This design comes from an exercise in tuning for small area on the open sky130 flow, not from production work. Function was checked by simulation only, so behaviour that the tests miss may differ from the original. Power is estimated from default activity; no workload was simulated.

`flow/config.mk`:
```
export PLATFORM = sky130hd
export DESIGN_NAME = led_matrix_pwm_scanner
export DESIGN_NICKNAME = led_matrix_pwm_scanner
export VERILOG_FILES = /design/flow/design.v
export SDC_FILE = /design/flow/constraint.sdc
export NUM_CORES = 4
export LEC_CHECK = 0
export CAP_MARGIN = 20
export CORE_MARGIN = 2
export CORE_UTILIZATION = 70
export SLEW_MARGIN = 20
```
`flow/constraint.sdc`:
```
create_clock -name core_clock -period 10.0 [get_ports {clk}]
set_input_delay 2.0000 -clock core_clock [delete_from_list [all_inputs] [get_ports {clk}]]
set_output_delay 2.0000 -clock core_clock [all_outputs]
set_load 0.01 [all_outputs]
```
`flow/design.v`:
```
package lmps_pkg;
  localparam int COLUMNS_DEF  = 8;
  localparam int CHANNELS_DEF = 15;
  localparam int OP_W       = 2;
  localparam int COORD_W    = 3;
  localparam int BYTE_W     = 8;
  localparam int DRIVE_W    = 15;
  localparam int IN_DATA_W  = 32;
  localparam int OUT_DATA_W = 24;
  localparam logic [3:0] TICK_LAST = 4'd15;
  localparam logic [BYTE_W-1:0] PWM_MAX = 8'd15;
  typedef enum logic [OP_W-1:0] {
    OP_TICK  = 2'd0,
    OP_WRITE = 2'd1,
    OP_CLEAR = 2'd2,
    OP_NOP   = 2'd3
  } op_t;
  typedef enum logic [1:0] {
    ACT_NONE  = 2'd0,
    ACT_SHIFT = 2'd1,
    ACT_RESET = 2'd2
  } act_t;
  typedef enum logic [2:0] {
    ST_CLEAR,
    ST_IDLE,
    ST_WRITE,
    ST_TICK,
    ST_DRAIN,
    ST_FINISH
  } state_t;
endpackage
module led_matrix_pwm_scanner #(
  parameter int COLUMNS  = lmps_pkg::COLUMNS_DEF,
  parameter int CHANNELS = lmps_pkg::CHANNELS_DEF
) (
  input  logic                              clk,
  input  logic                              rst,
  input  logic                              s_tvalid,
  output logic                              s_tready,
  input  logic [lmps_pkg::IN_DATA_W-1:0]    s_tdata,
  input  logic [lmps_pkg::OP_W-1:0]         s_tuser,
  output logic                              m_tvalid,
  input  logic                              m_tready,
  output logic [lmps_pkg::OUT_DATA_W-1:0]   m_tdata
);
  localparam int LW = 5;
  localparam int FN = 120;
  localparam int LN = 15;
  logic [FN*LW-1:0] fr;
  logic [LN*LW-1:0] lr;
  logic [LW-1:0]    ftail, ltail, fin, lin, wdata;
  logic [7:0]       wbyte;
  logic [1:0] sub;
  logic [2:0] rowp;
  logic [2:0] colp;
  logic [3:0]  tcnt;
  logic [2:0]  pcol;
  logic [14:0] drive;
  logic        reloaded;
  logic        primed;
  logic        init;
  logic can_proc, k0, kend;
  logic is_tick, is_write, is_clear, is_nop, row_ok;
  logic wr_here, clr, tick_col, tick_win, reload, dbit, start, fin_end, accept;
  logic [3:0] j;
  assign ftail = fr[FN*LW-1 -: LW];
  assign ltail = lr[LN*LW-1 -: LW];
  assign is_tick  = (s_tuser == 2'd0);
  assign is_write = (s_tuser == 2'd1);
  assign is_clear = (s_tuser == 2'd2);
  assign is_nop   = (s_tuser == 2'd3);
  assign row_ok   = (s_tdata[5:3] < 3'd5);
  assign can_proc = s_tvalid && !m_tvalid && !init;
  assign k0       = (rowp == 3'd0) && (sub == 2'd0);
  assign kend     = (rowp == 3'd4) && (sub == 2'd2);
  assign wr_here = can_proc && is_write && row_ok &&
                   (colp == s_tdata[2:0]) && (rowp == s_tdata[5:3]);
  always_comb begin
    case (sub)
      2'd0:    wbyte = s_tdata[21:14];
      2'd1:    wbyte = s_tdata[13:6];
      default: wbyte = s_tdata[29:22];
    endcase
  end
  assign wdata = wbyte[4:0] | {LW{|wbyte[7:5]}};
  assign clr = init || (can_proc && is_clear);
  assign fin = wr_here ? wdata : (clr ? '0 : ftail);
  assign tick_col = can_proc && is_tick && (colp == pcol);
  assign tick_win = tick_col && (primed || k0);
  assign reload   = tick_win && (tcnt == 4'd15);
  assign lin      = init ? '0 : (reload ? ftail : ltail);
  assign j        = (tcnt == 4'd15) ? 4'd0 : tcnt;
  assign dbit     = !init && ({1'b0, j} < lin) && (lin <= ({1'b0, j} + 5'd15));
  always_comb begin
    start   = 1'b0;
    fin_end = 1'b0;
    case (s_tuser)
      2'd0: begin
        start   = tick_col && k0;
        fin_end = tick_col && kend;
      end
      2'd1: begin
        start   = wr_here && (sub == 2'd0);
        fin_end = wr_here && (sub == 2'd2);
      end
      2'd2: begin
        start   = (colp == 3'd0) && k0;
        fin_end = (colp == 3'd7) && kend;
      end
      default: begin
      end
    endcase
  end
  assign accept   = can_proc && (is_nop || (is_write && !row_ok) || (fin_end && primed));
  assign s_tready = accept;
  always_ff @(posedge clk) begin
    fr <= {fr[FN*LW-LW-1:0], fin};
    lr <= {lr[LN*LW-LW-1:0], lin};
    if (tick_win || init) begin
      drive <= {dbit, drive[14:1]};
    end
    if (accept) begin
      reloaded <= is_tick && (tcnt == 4'd15);
    end
  end
  always_ff @(posedge clk) begin
    if (rst) begin
      sub      <= '0;
      rowp     <= '0;
      colp     <= '0;
      tcnt     <= '0;
      pcol     <= '0;
      primed   <= 1'b0;
      init     <= 1'b1;
      m_tvalid <= 1'b0;
    end else begin
      if (sub == 2'd2) begin
        sub <= '0;
        if (rowp == 3'd4) begin
          rowp <= '0;
          colp <= colp + 3'd1;
        end else begin
          rowp <= rowp + 3'd1;
        end
      end else begin
        sub <= sub + 2'd1;
      end
      if (init && (colp == 3'd7) && kend) begin
        init <= 1'b0;
      end
      if (accept) begin
        primed <= 1'b0;
      end else if (can_proc && start) begin
        primed <= 1'b1;
      end
      if (accept && is_tick) begin
        if (tcnt == 4'd15) begin
          tcnt <= 4'd1;
          pcol <= pcol + 3'd1;
        end else begin
          tcnt <= tcnt + 4'd1;
        end
      end
      m_tvalid <= accept || (m_tvalid && !m_tready);
    end
  end
  assign m_tdata = {7'b0000000, reloaded && (pcol == 3'd0), reloaded && (pcol != 3'd0), drive};
endmodule
```
`flow/flow/run.sh`:
```
#!/bin/bash
# Standard layout, with CTS told not to add dummy loads and the port buffers
# made with the smallest buffer. Each tool's output goes to standard.log.
set -euo pipefail
export CTS_ARGS="-sink_clustering_enable -repair_clock_nets -dont_use_dummy_load -buf_list {sky130_fd_sc_hd__clkbuf_8 sky130_fd_sc_hd__clkbuf_16} -sink_clustering_size 20 -sink_clustering_max_diameter 50"
export BUFFER_PORTS_ARGS="-buffer_cell sky130_fd_sc_hd__buf_1"
bash standard.sh finish > standard.log 2>&1
```
`flow/standard.sh`:
```
#!/bin/bash
# synth_recipe.tcl (not shown) runs the flow's synth.tcl, then flattens the netlist and writes it again
# the make line also repeats each setting of config.mk as NAME=value (left out here)
make -C /OpenROAD-flow-scripts/flow DESIGN_CONFIG=/design/flow/config.mk WORK_HOME=/design/flow/orfs CLKGATE_MAP_FILE= SYNTH_SCRIPT=/design/flow/synth_recipe.tcl "${@:-finish}"
```
==> impl_results.md, run 1 <==
* Top-count cell post-synth: dfxtp_1
* Gr ovfl total at 0
* IO Port Bufs at 54
* Post-route ant nets at 0
* Max Freq at 174 MHz
* Vias per std cell at 4.76
* Syn Area/Cell at 17.3 um2
* Share of cells above drive strength 1 at 0.0551
* Max_slew headroom at 0.460
* Clock Latency Late Sink at 530 ps
* Global-route usage over all layers at 0.178
* Die Ht at 154 um
* Yosys reg bits at 709
* Leakage at 0.00691 uW
* Core Rows at 54
* Routed len/inst at 16.0 um
* Synth-to-layout area growth at 9.96%
* RSZ-0062 raised after global routing: no
* Post-Synthesis Cells at 910
* DR iter-0 viols at 212
* Final period util at 0.574
* Die area at 23700 um2
* Status: complete, no violations
* Crit end category: output pin
* Least-Margin Pin Slew at 811 ps
* Clock Skew at 53.2 ps
* EDFF count, synth at 16
* Design Area, Final at 17300 um2
* Largest area contributor in the netlist: dfxtp_1
* Synth Warn # at 1
* Vias in the first global route at 6433
* Final Hold Vio Count at 0
* Setup Crit Path Kind: in -> out
* Prevailing post-synth register cell: dfxtp_1
* CTS tree: done
* Initial DRT Pass Iterations at 4
* Post-synth ARST share at 0
* N_diodes at 0
* RD Place Congestion at 0.854
* Final WS setup at 4260 ps
* Std-Cell Core Area at 22000 um2
* Placement Cell Area at 16300 um2
* TNS Setup at 0 ps
* Place WS at 4330 ps
* Max-slew violation count at 0
* Detailed-route via count at 6087
* Initial Utilization at 0.718
* First-pass GRT wire length at 32900 um
* Top cells by area, synth: dfxtp_1, edfxtp_1, ha_1
* RR Startpoint: init
* Sequential-to-total area share from yosys stat at 0.911
* CP Max Fanout at 6
* Crit start category: input port
* Clock root cell: clkbuf_16
* Worst min path class: reg -> reg
* Max Cap Viol at 0
* Num ports at 64
* Power Density at 257 nW/um2
* Hold_buf cts at 0
* Die X at 154 um
* Largest net degree at the start of global routing at 21
* CTS Buf Count at 43
* H-Tree Depth at 2
* Data arrival time of the worst path at 3740 ps
* Mapped Area at 15800 um2
* Final setup fails at 0
* DRC errors left at 0
* Worst-case clock buffer depth at 3
* Antenna violations before repair at 0
* Peak VDD IR at 0.226 mV
* Setup Buffers After CTS at 0
* Nets at 1059
* Min-Delay Startpoint: lr[49]
* Critical Path Start: s_tvalid
* Clk sinks at 709
* Share of the synthesized area in the top cell type at 0.880
* Top post-synthesis cells by count: dfxtp_1, nor2_1, ha_1
* Worst Path Required at 8000 ps
* Post-DP HPWL at 10100 um
* Tmin final at 5740 ps
* Post_cts resized at 0
* Final WL at 20500 um
* Yosys cell types at 48
* Clock-pin slew on the worst setup and hold paths at 80 ps
## report_power, final
| part | switching [uW] | internal [uW] |
|---|---|---|
| clock network | 808 | 763 |
| registers | 2.42 | 2830 |
| logic | 29.0 | 19.6 |
| total | 839 | 3610 |
## logic make-up (layout without fill, tap and decap cells)
group	Yosys count	after routing	synth area share
and+or+nand+nor	81	81	0.0293
buffers and inverters	27	110	0.00826
muxes	13	13	0.00841
other	1	7	0.000238
adders and majority gates	20	20	0.0159
xor gates and xnor gates	13	13	0.00722
DFF	709	709	0.911
AOI/OAI and AO/OA	46	46	0.0200
## cells in the final DEF (no fill, tap or decap), types with 6 or more instances in the layout
master / instances
a211oi_1: 6
a21oi_1: 6
buf_1: 54
clkbuf_16: 43
conb_1: 7
dfxtp_1: 693
edfxtp_1: 16
ha_1: 20
inv_1: 13
mux2i_1: 11
nand2_1: 8
nand3_1: 11
nor2_1: 24
o21ai_0: 11
xnor2_1: 8
## layer usage
| metal | vias to the layer above | share of wire | wire length, um | global-route usage |
|---|---|---|---|---|
| met5 | - | 0 | 0 | 0 |
| met4 | 0 | 0.019 | 387 | 0.0610 |
| met3 | 36 | 0.035 | 712 | 0.0335 |
| met2 | 117 | 0.47 | 9640 | 0.295 |
| met1 | 2886 | 0.48 | 9730 | 0.239 |
| li1 | 3048 | - | - | - |
## path summary, 6_finish.rpt
kind,cells after the start,endpoint,slack [ps]
max reg2reg,11,drive[14],6580
max,6,s_tready,4260
min,0,lr[54],290
min reg2reg,0,lr[54],290
## cell type report
type / count / area (um2)
Fill cell: 1131 / 4630
Clock buffer: 43 / 1080
Tap cell: 280 / 350
Inverter: 13 / 48.8
Timing Repair Buffer: 54 / 203
Multi-Input combinational cell: 180 / 1300
Sequential cell: 709 / 14400
## flip-flops by register name, summed over array words and instances (netlist names)
name	flops
sub	2
tcnt	4
drive	15
rowp	3
colp	3
m_tvalid	1
init	1
reloaded	1
pcol	3
lr	75
fr	600
primed	1
## worst max-delay path: stages
cell	delay (ps)
buf_1	100
nor3b_1	340
nand4_1	350
o22a_1	380
a21oi_1	360
buf_1	200
## through the flow
stage          power [uW]  std cells  hold WS, ps  utilization
4_1_cts              4490       1279          297        0.789
2_1_floorplan        2940        916          310            -
6_report             4450       1279          293        0.789
3_3_place_gp         2940       1236          312        0.740
5_1_grt              4590       1279          298        0.789
3_5_place_dp         2950       1236          312        0.740
==> inputs of run 2 (changes only) <==
==> flow/flow/run.sh (replaced) <==
#!/bin/bash
# Standard layout, with CTS told not to add dummy loads and the port buffers
# made with the smallest buffer. Each tool's output goes to standard.log.
set -euo pipefail
export CTS_ARGS="-sink_clustering_enable -repair_clock_nets -dont_use_dummy_load -buf_list {sky130_fd_sc_hd__clkbuf_16} -sink_clustering_size 30 -sink_clustering_max_diameter 50"
export BUFFER_PORTS_ARGS="-buffer_cell sky130_fd_sc_hd__buf_1"
bash standard.sh finish > standard.log 2>&1
==> impl_results.md, run 2 <==
* Largest net degree at the start of global routing at 31
* Worst min path class: reg -> reg
* Placement Cell Area at 16300 um2
* Nets at 1053
* Final Hold Vio Count at 0
* Final period util at 0.573
* Die Ht at 154 um
* Post_cts resized at 0
* Largest Register: fr
* Peak VDD IR at 0.166 mV
* H-Tree Depth at 2
* Die area at 23700 um2
* Status: complete, no violations
* Vias in the first global route at 6274
* Worst-case clock buffer depth at 3
* Hold_buf cts at 0
* Top cells by area, synth: dfxtp_1, edfxtp_1, ha_1
* N_diodes at 0
* Gr ovfl total at 0
* Crit start category: input port
* Num ports at 64
* Clock Skew at 55.9 ps
* Prevailing post-synth register cell: dfxtp_1
* Std-Cell Core Area at 22000 um2
* Max Cap Viol at 0
* Final WL at 18900 um
* Share of the synthesized area in the top cell type at 0.880
* DRC errors left at 0
* Setup Crit Path Kind: in -> out
* Final setup fails at 0
* RD Place Congestion at 0.854
* Crit end category: output pin
* Post-DP HPWL at 10100 um
* Yosys cell types at 48
* DP Cell Count at 1236
* DR iter-0 viols at 214
* Max_slew headroom at 0.466
* CTS tree: done
* Setup Buffers After CTS at 0
* Vias per std cell at 4.70
* Worst Path Required at 8000 ps
* Least-Margin Pin Slew at 802 ps
* Share of cells above drive strength 1 at 0.0493
* Clock root cell: clkbuf_16
* Mapped Area at 15800 um2
* Data arrival time of the worst path at 3730 ps
* Commonest non-fill, non-tap cell in the layout: dfxtp_1
* Final cell count without fillers at 1273
* Synth-to-layout area growth at 9.01%
* Tmin final at 5730 ps
* EDFF count, synth at 16
* Sequential-to-total area share from yosys stat at 0.911
* Antenna violations before repair at 0
* TNS Setup at 0 ps
* Initial Utilization at 0.718
* Place WS at 4330 ps
* Max-slew violation count at 0
* First-pass GRT wire length at 31300 um
* Clk sinks at 709
* Clock-pin slew on the worst setup and hold paths at 100 ps
* Power Density at 252 nW/um2
* IO Port Bufs at 54
* CP Max Fanout at 6
* Max FFs per register at 600
* CTS Buf Count at 37
* Routed len/inst at 14.9 um
* Yosys reg bits at 709
* Post-synth ARST share at 0
* Syn Area/Cell at 17.3 um2
* Most frequent cells in the layout: dfxtp_1, buf_1, clkbuf_16, nor2_1, ha_1
* Core Rows at 54
* Largest area contributor in the netlist: dfxtp_1
* Die X at 154 um
* Global-route usage over all layers at 0.165
* Synth Warn # at 1
* Post-route ant nets at 0
* Largest regs: fr x600, lr x75, drive x15
* Leakage at 0.00683 uW
* Final WS setup at 4270 ps
* RSZ-0062 raised after global routing: no
* Detailed-route via count at 5989
* Top post-synthesis cells by count: dfxtp_1, nor2_1, ha_1
* Clock Latency Late Sink at 530 ps
* Design Area, Final at 17200 um2
* Initial DRT Pass Iterations at 4
* Top-count cell post-synth: dfxtp_1
* Max Freq at 175 MHz
* Post-Synthesis Cells at 910
run 2: area by class of cell:
cell class                      instances  area (um2)
Tap cell                              280         350
Fill cell                            1170        4780
Sequential cell                       709       14400
Inverter                               13        48.8
Clock buffer                           37         926
Multi-Input combinational cell        180        1300
Timing Repair Buffer                   54         203
run 2: power breakdown:
| group | switching (uW) | internal (uW) |
|---|---|---|
| Combinational | 28.1 | 19.6 |
| Sequential | 2.40 | 2830 |
| Clock | 778 | 662 |
run 2: worst paths after layout:
kind | from | endpoint | slack, ps | depth (start not counted)
setup / recovery | s_tvalid | s_tready | 4270 | 6
hold / removal | fr[19] | fr[24] | 260 | 0
hold reg to reg | fr[19] | fr[24] | 260 | 0
setup reg to reg | tcnt[1] | drive[14] | 6560 | 12
run 2: kinds of logic after synthesis:
group,Yosys count,synth area share
fa+ha+maj,20,0.0159
compound gates,46,0.0200
flops,709,0.911
buf+inv,27,0.00826
mux,13,0.00841
other cells,1,0.000238
xor+xnor,13,0.00722
simple gates,81,0.0293
run 2: through the flow:
stage	hold slack, ps	util	total power, uW
6_report	261	0.782	4320
5_1_grt	259	0.782	4460
4_1_cts	261	0.782	4350
3_5_place_dp	312	0.740	2950
3_3_place_gp	312	0.740	2940
2_1_floorplan	310	-	2940
run 2: critical path, stage by stage:
cell and delay [ps]:
buf_1 100, nor3b_1 350, nand4_1 340, o22a_1 380, a21oi_1 360, buf_1 200
run 2: per-layer routing:
metal	up-vias	track usage	share of wire
met3	38	0.0330	0.034
met2	99	0.255	0.44
met1	2816	0.235	0.50
met4	0	0.0619	0.026
met5	-	0	0
li1	3036	-	-
==> inputs of run 3 (changes only) <==
==> flow/flow/run.sh (replaced) <==
#!/bin/bash
# Standard layout, with CTS told not to add dummy loads and the port buffers
# made with the smallest buffer. Each tool's output goes to standard.log.
set -euo pipefail
export CTS_ARGS="-sink_clustering_enable -repair_clock_nets -dont_use_dummy_load -buf_list {sky130_fd_sc_hd__clkbuf_16} -sink_clustering_size 45 -sink_clustering_max_diameter 60"
export BUFFER_PORTS_ARGS="-buffer_cell sky130_fd_sc_hd__buf_1"
bash standard.sh finish > standard.log 2>&1
--- a/flow/config.mk
+++ b/flow/config.mk
@@ -7,5 +7,5 @@
 export LEC_CHECK = 0
 export CAP_MARGIN = 20
 export CORE_MARGIN = 2
-export CORE_UTILIZATION = 70
+export CORE_UTILIZATION = 80
 export SLEW_MARGIN = 20
==> impl_results.md, run 3 <==
* DP Cell Count at 1221
* Yosys reg bits at 709
* Top cells by area, synth: dfxtp_1, edfxtp_1, ha_1
* EDFF count, synth at 16
* Prevailing post-synth register cell: dfxtp_1
* Post-Synthesis Cells at 910
* Worst-case clock buffer depth at 3
* RD Place Congestion at 0.862
* IO Port Bufs at 54
* Initial Utilization at 0.812
* Post-DP HPWL at 15900 um
* Core Rows at 51
* Clk sinks at 709
* Syn Area/Cell at 17.3 um2
* Exit stage: clock tree synthesis (4_1_cts)
* Top-count cell post-synth: dfxtp_1
* Synth Warn # at 1
* H-Tree Depth at 1
* Share of the synthesized area in the top cell type at 0.880
* Placement Cell Area at 16200 um2
* Die X at 144 um
* Setup Buffers After CTS at 0
* Largest area contributor in the netlist: dfxtp_1
* Hold_buf cts at 0
* Tool error: [ERROR DPL-0033] detailed placement checks failed during check placement.
* Sequential-to-total area share from yosys stat at 0.911
* Num ports at 64
* Yosys cell types at 48
* Mapped Area at 15800 um2
* Post-synth ARST share at 0
* Status: aborted with a tool error
* Post_cts resized at 0
* Clock root cell: clkbuf_16
* CTS Buf Count at 25
* Die Ht at 144 um
* Top post-synthesis cells by count: dfxtp_1, nor2_1, ha_1
-- run 3: cell counts after synthesis --
No cell type changed its count.
-- run 3: how the worst max path moves through the flow --
stage,to,slack [ps],depth (start not counted)
detailed placement,s_tready,4100,6
global placement,s_tready,4270,6
floorplan,s_tready,4790,4
-- run 3: power by group through the flow --
stage,Sequential (uW),Clock [uW],Combinational [uW]
3_5_place_dp,2900,0,51.1
2_1_floorplan,2900,0,35.4
3_3_place_gp,2900,0,43.4
-- run 3: cell families after synthesis --
family / count (synthesis) / share of synthesized area
simple gates: 81 / 0.0293
fa+ha+maj: 20 / 0.0159
other cells: 1 / 0.000238
mux: 13 / 0.00841
flops: 709 / 0.911
compound gates: 46 / 0.0200
xor+xnor: 13 / 0.00722
buf+inv: 27 / 0.00826
-- run 3: per-stage QoR --
stage               total power [uW]  setup slack [ps]
global placement                2940              4270
floorplan                       2940              4790
detailed placement              2950              4100
==> inputs of run 4 (changes only) <==
==> flow/run.sh (new file) <==
#!/bin/bash
# synth_recipe.tcl (not shown) runs the flow's synth.tcl, then flattens the netlist and writes it again
# the make line also repeats each setting of config.mk as NAME=value (left out here)
make -C /OpenROAD-flow-scripts/flow DESIGN_CONFIG=/design/flow/config.mk WORK_HOME=/design/flow/orfs CLKGATE_MAP_FILE= SYNTH_SCRIPT=/design/flow/synth_recipe.tcl finish
--- a/flow/config.mk
+++ b/flow/config.mk
@@ -7,5 +7,5 @@
 export LEC_CHECK = 0
 export CAP_MARGIN = 20
 export CORE_MARGIN = 2
-export CORE_UTILIZATION = 80
+export CORE_UTILIZATION = 40
 export SLEW_MARGIN = 20
removed: flow/flow/run.sh
removed: flow/standard.sh
==> impl_results.md, run 4 <==
* Setup Buffers After CTS at 0
* Worst-case clock buffer depth at 3
* Met3 Resource Use GR at 0.0283
* RSZ-0062 raised after global routing: no
* N_diodes at 0
* Worst min path class: reg -> reg
* Final WL at 17700 um
* CTS Buf Count at 57
* Max-slew violation count at 0
* EDFF count, synth at 16
* Yosys cell types at 48
* Synth-to-layout area growth at 19.4%
* Final WS setup at 3400 ps
* Hold depth at 0
* Crit end category: output pin
* H-Tree Depth at 2
* Peak VDD IR at 0.193 mV
* Fill count at 3296
* First-pass GRT wire length at 29800 um
* CP max stage cell: clkdlybuf4s50_1
* Crit Reg-Reg Endpoint: drive[14]
* Final Hold Vio Count at 0
* Top cells by area, synth: dfxtp_1, edfxtp_1, ha_1
* Mapped Area at 15800 um2
* CTS tree: done
* Detailed-route via count at 6102
* Crit start category: input port
* Min-Delay Startpoint: lr[17]
* Reg2Reg Depth at 11
* Synth Warn # at 1
* Status: complete, no violations
* Max Cap Viol at 0
* Largest Register: fr
* Top post-synthesis cells by count: dfxtp_1, nor2_1, ha_1
* Clock-pin slew on the worst setup and hold paths at 60 ps
* Vias per std cell at 3.87
* Std-Cell Core Area at 38700 um2
* Total Power at 5130 uW
* Most Frequent Cell on Critical Path: clkdlybuf4s50_1
* Die area at 41000 um2
* Crit-path cells: clkdlybuf4s50_1, nor3b_1, nand4_1, o22a_1, a21oi_1, clkdlybuf4s50_1
* Flop2flop setup slack at 6640 ps
* Top Usage Layer GRT: met1
* Final setup fails at 0
* Syn Area/Cell at 17.3 um2
* CP Buf/Inv Count at 2
* Crit-path leading delay family: buffers and inverters
* Clk sinks at 709
* Top-count cell post-synth: dfxtp_1
* Clock Skew at 15.8 ps
* Area of the multi-input gates at 1300 um2
* Leakage at 0.00746 uW
* Clock Latency Late Sink at 580 ps
* Max FFs per register at 600
* Die Ht at 203 um
* Data arrival time of the worst path at 4600 ps
* Share of cells above drive strength 1 at 0.0964
* Post-synth ARST share at 0
* Share of the synthesized area in the top cell type at 0.880
* GR Util met2 at 0.111
* Initial DRT Pass Iterations at 4
* DRC errors left at 0
* Post-route ant nets at 0
* Routed len/inst at 11.2 um
* Yosys reg bits at 709
* Die X at 203 um
* Core Rows at 72
* CP Max Fanout at 6
* Post-DP HPWL at 9480 um
* Worst Path Required at 8000 ps
* Final period util at 0.660
* Crit-path max cell delay at 620 ps
* Max Freq at 151 MHz
* Post-Synthesis Cells at 910
* Nets at 1073
* Max_slew headroom at 0.491
* Tmin final at 6600 ps
* Setup Crit Path Kind: in -> out
* Antenna violations before repair at 0
* RR Startpoint: init
* DP Cell Count at 1474
* Least-Margin Pin Slew at 761 ps
* Global-route usage over all layers at 0.0892
* Register area at 14400 um2
* DR iter-0 viols at 183
* Num ports at 64
* Commonest non-fill, non-tap cell in the layout: dfxtp_1
* Initial Utilization at 0.407
* Largest area contributor in the netlist: dfxtp_1
* Largest regs: fr x600, lr x75, drive x15
* Hold_buf cts at 0
* Post_cts resized at 0
* Most frequent cells in the layout: dfxtp_1, clkbuf_16, clkdlybuf4s50_1, nor2_1, ha_1
* Final core utilization at 0.486
* Gr ovfl total at 0
* Global Route met1 Usage at 0.137
* RD Place Congestion at 0.770
* Clock root cell: clkbuf_16
* Place WS at 3410 ps
* Prevailing post-synth register cell: dfxtp_1
* Vias in the first global route at 6056
* Sequential-to-total area share from yosys stat at 0.911
* Largest net degree at the start of global routing at 20
* TNS Setup at 0 ps
* Final cell count without fillers at 1576
* Power Density at 273 nW/um2
* Min-Delay Endpoint: lr[22]
* IO Port Bufs at 54
run 4: cell counts after synthesis:
Identical to the previous run, type by type.
run 4: area by class of cell:
class,count,share of cell area
Sequential cell,709,0.763
Inverter,13,0.00259
Tap cell,518,0.0344
Clock inverter,23,0.0167
Clock buffer,79,0.0855
Multi-Input combinational cell,180,0.0691
Timing Repair Buffer,54,0.0287
run 4: worst max path at each step:
stage	cells after the start	startpoint	slack, ps	endpoint
global route	6	s_tvalid	3220	s_tready
detailed placement	6	s_tvalid	3410	s_tready
CTS	6	s_tvalid	3400	s_tready
finish	6	s_tvalid	3400	s_tready
floorplan	4	s_tvalid	4790	s_tready
global placement	6	s_tvalid	3510	s_tready
run 4: through the flow:
step | area, um2 | hold slack [ps]
after detailed placement | 16900 | 312
after floorplan | 15800 | 310
final | 18800 | 313
after CTS | 18800 | 312
after global placement | 16900 | 310
after global routing | 18800 | 313
run 4: cell families after synthesis:
| logic type | share of synthesized area |
|---|---|
| DFF | 0.911 |
| adders and majority gates | 0.0159 |
| xor gates and xnor gates | 0.00722 |
| AOI/OAI and AO/OA | 0.0200 |
| and+or+nand+nor | 0.0293 |
| muxes | 0.00841 |
| buffers and inverters | 0.00826 |
| other | 0.000238 |
run 4: report_power, final:
| group | switching [uW] | internal, uW | total (uW) |
|---|---|---|---|
| Combinational | 27.7 | 28.3 | 56.1 |
| Clock | 934 | 1310 | 2240 |
| Sequential | 2.25 | 2830 | 2840 |
run 4: routing by layer:
layer  up-vias  share of wire
li1       3127              -
met1      2841           0.55
met2        92           0.37
met3        42          0.051
met4         0          0.029
met5         -              0

[static timing again, ports no longer ideal]
The flow's constraints put no driver on any port. The routed layouts listed below were extracted and timed again, unchanged, in two steps.
Step 1, drivers: a clkbuf_16 drives clk and a buf_2 each remaining input, both assumed.
Step 2 also shifts input and output timing later by t, the mid clock arrival at the registers, as if the neighbouring blocks saw the same clock.
Slacks: no drivers / after step 1 / after step 2; pairs: no drivers / after step 1.
| run | shift t [ns] | setup slack, ns | worst data-port slew with drivers (ns) |
|---|---|---|---|
| run 1 | 0.556 | 4.264 / 4.229 / 4.229 | 0.04 |
| run 2 | 0.549 | 4.275 / 4.240 / 4.240 | 0.05 |
| run 4 | 0.613 | 3.397 / 3.369 / 3.369 | 0.03 |
After both steps every run listed still meets setup and hold.
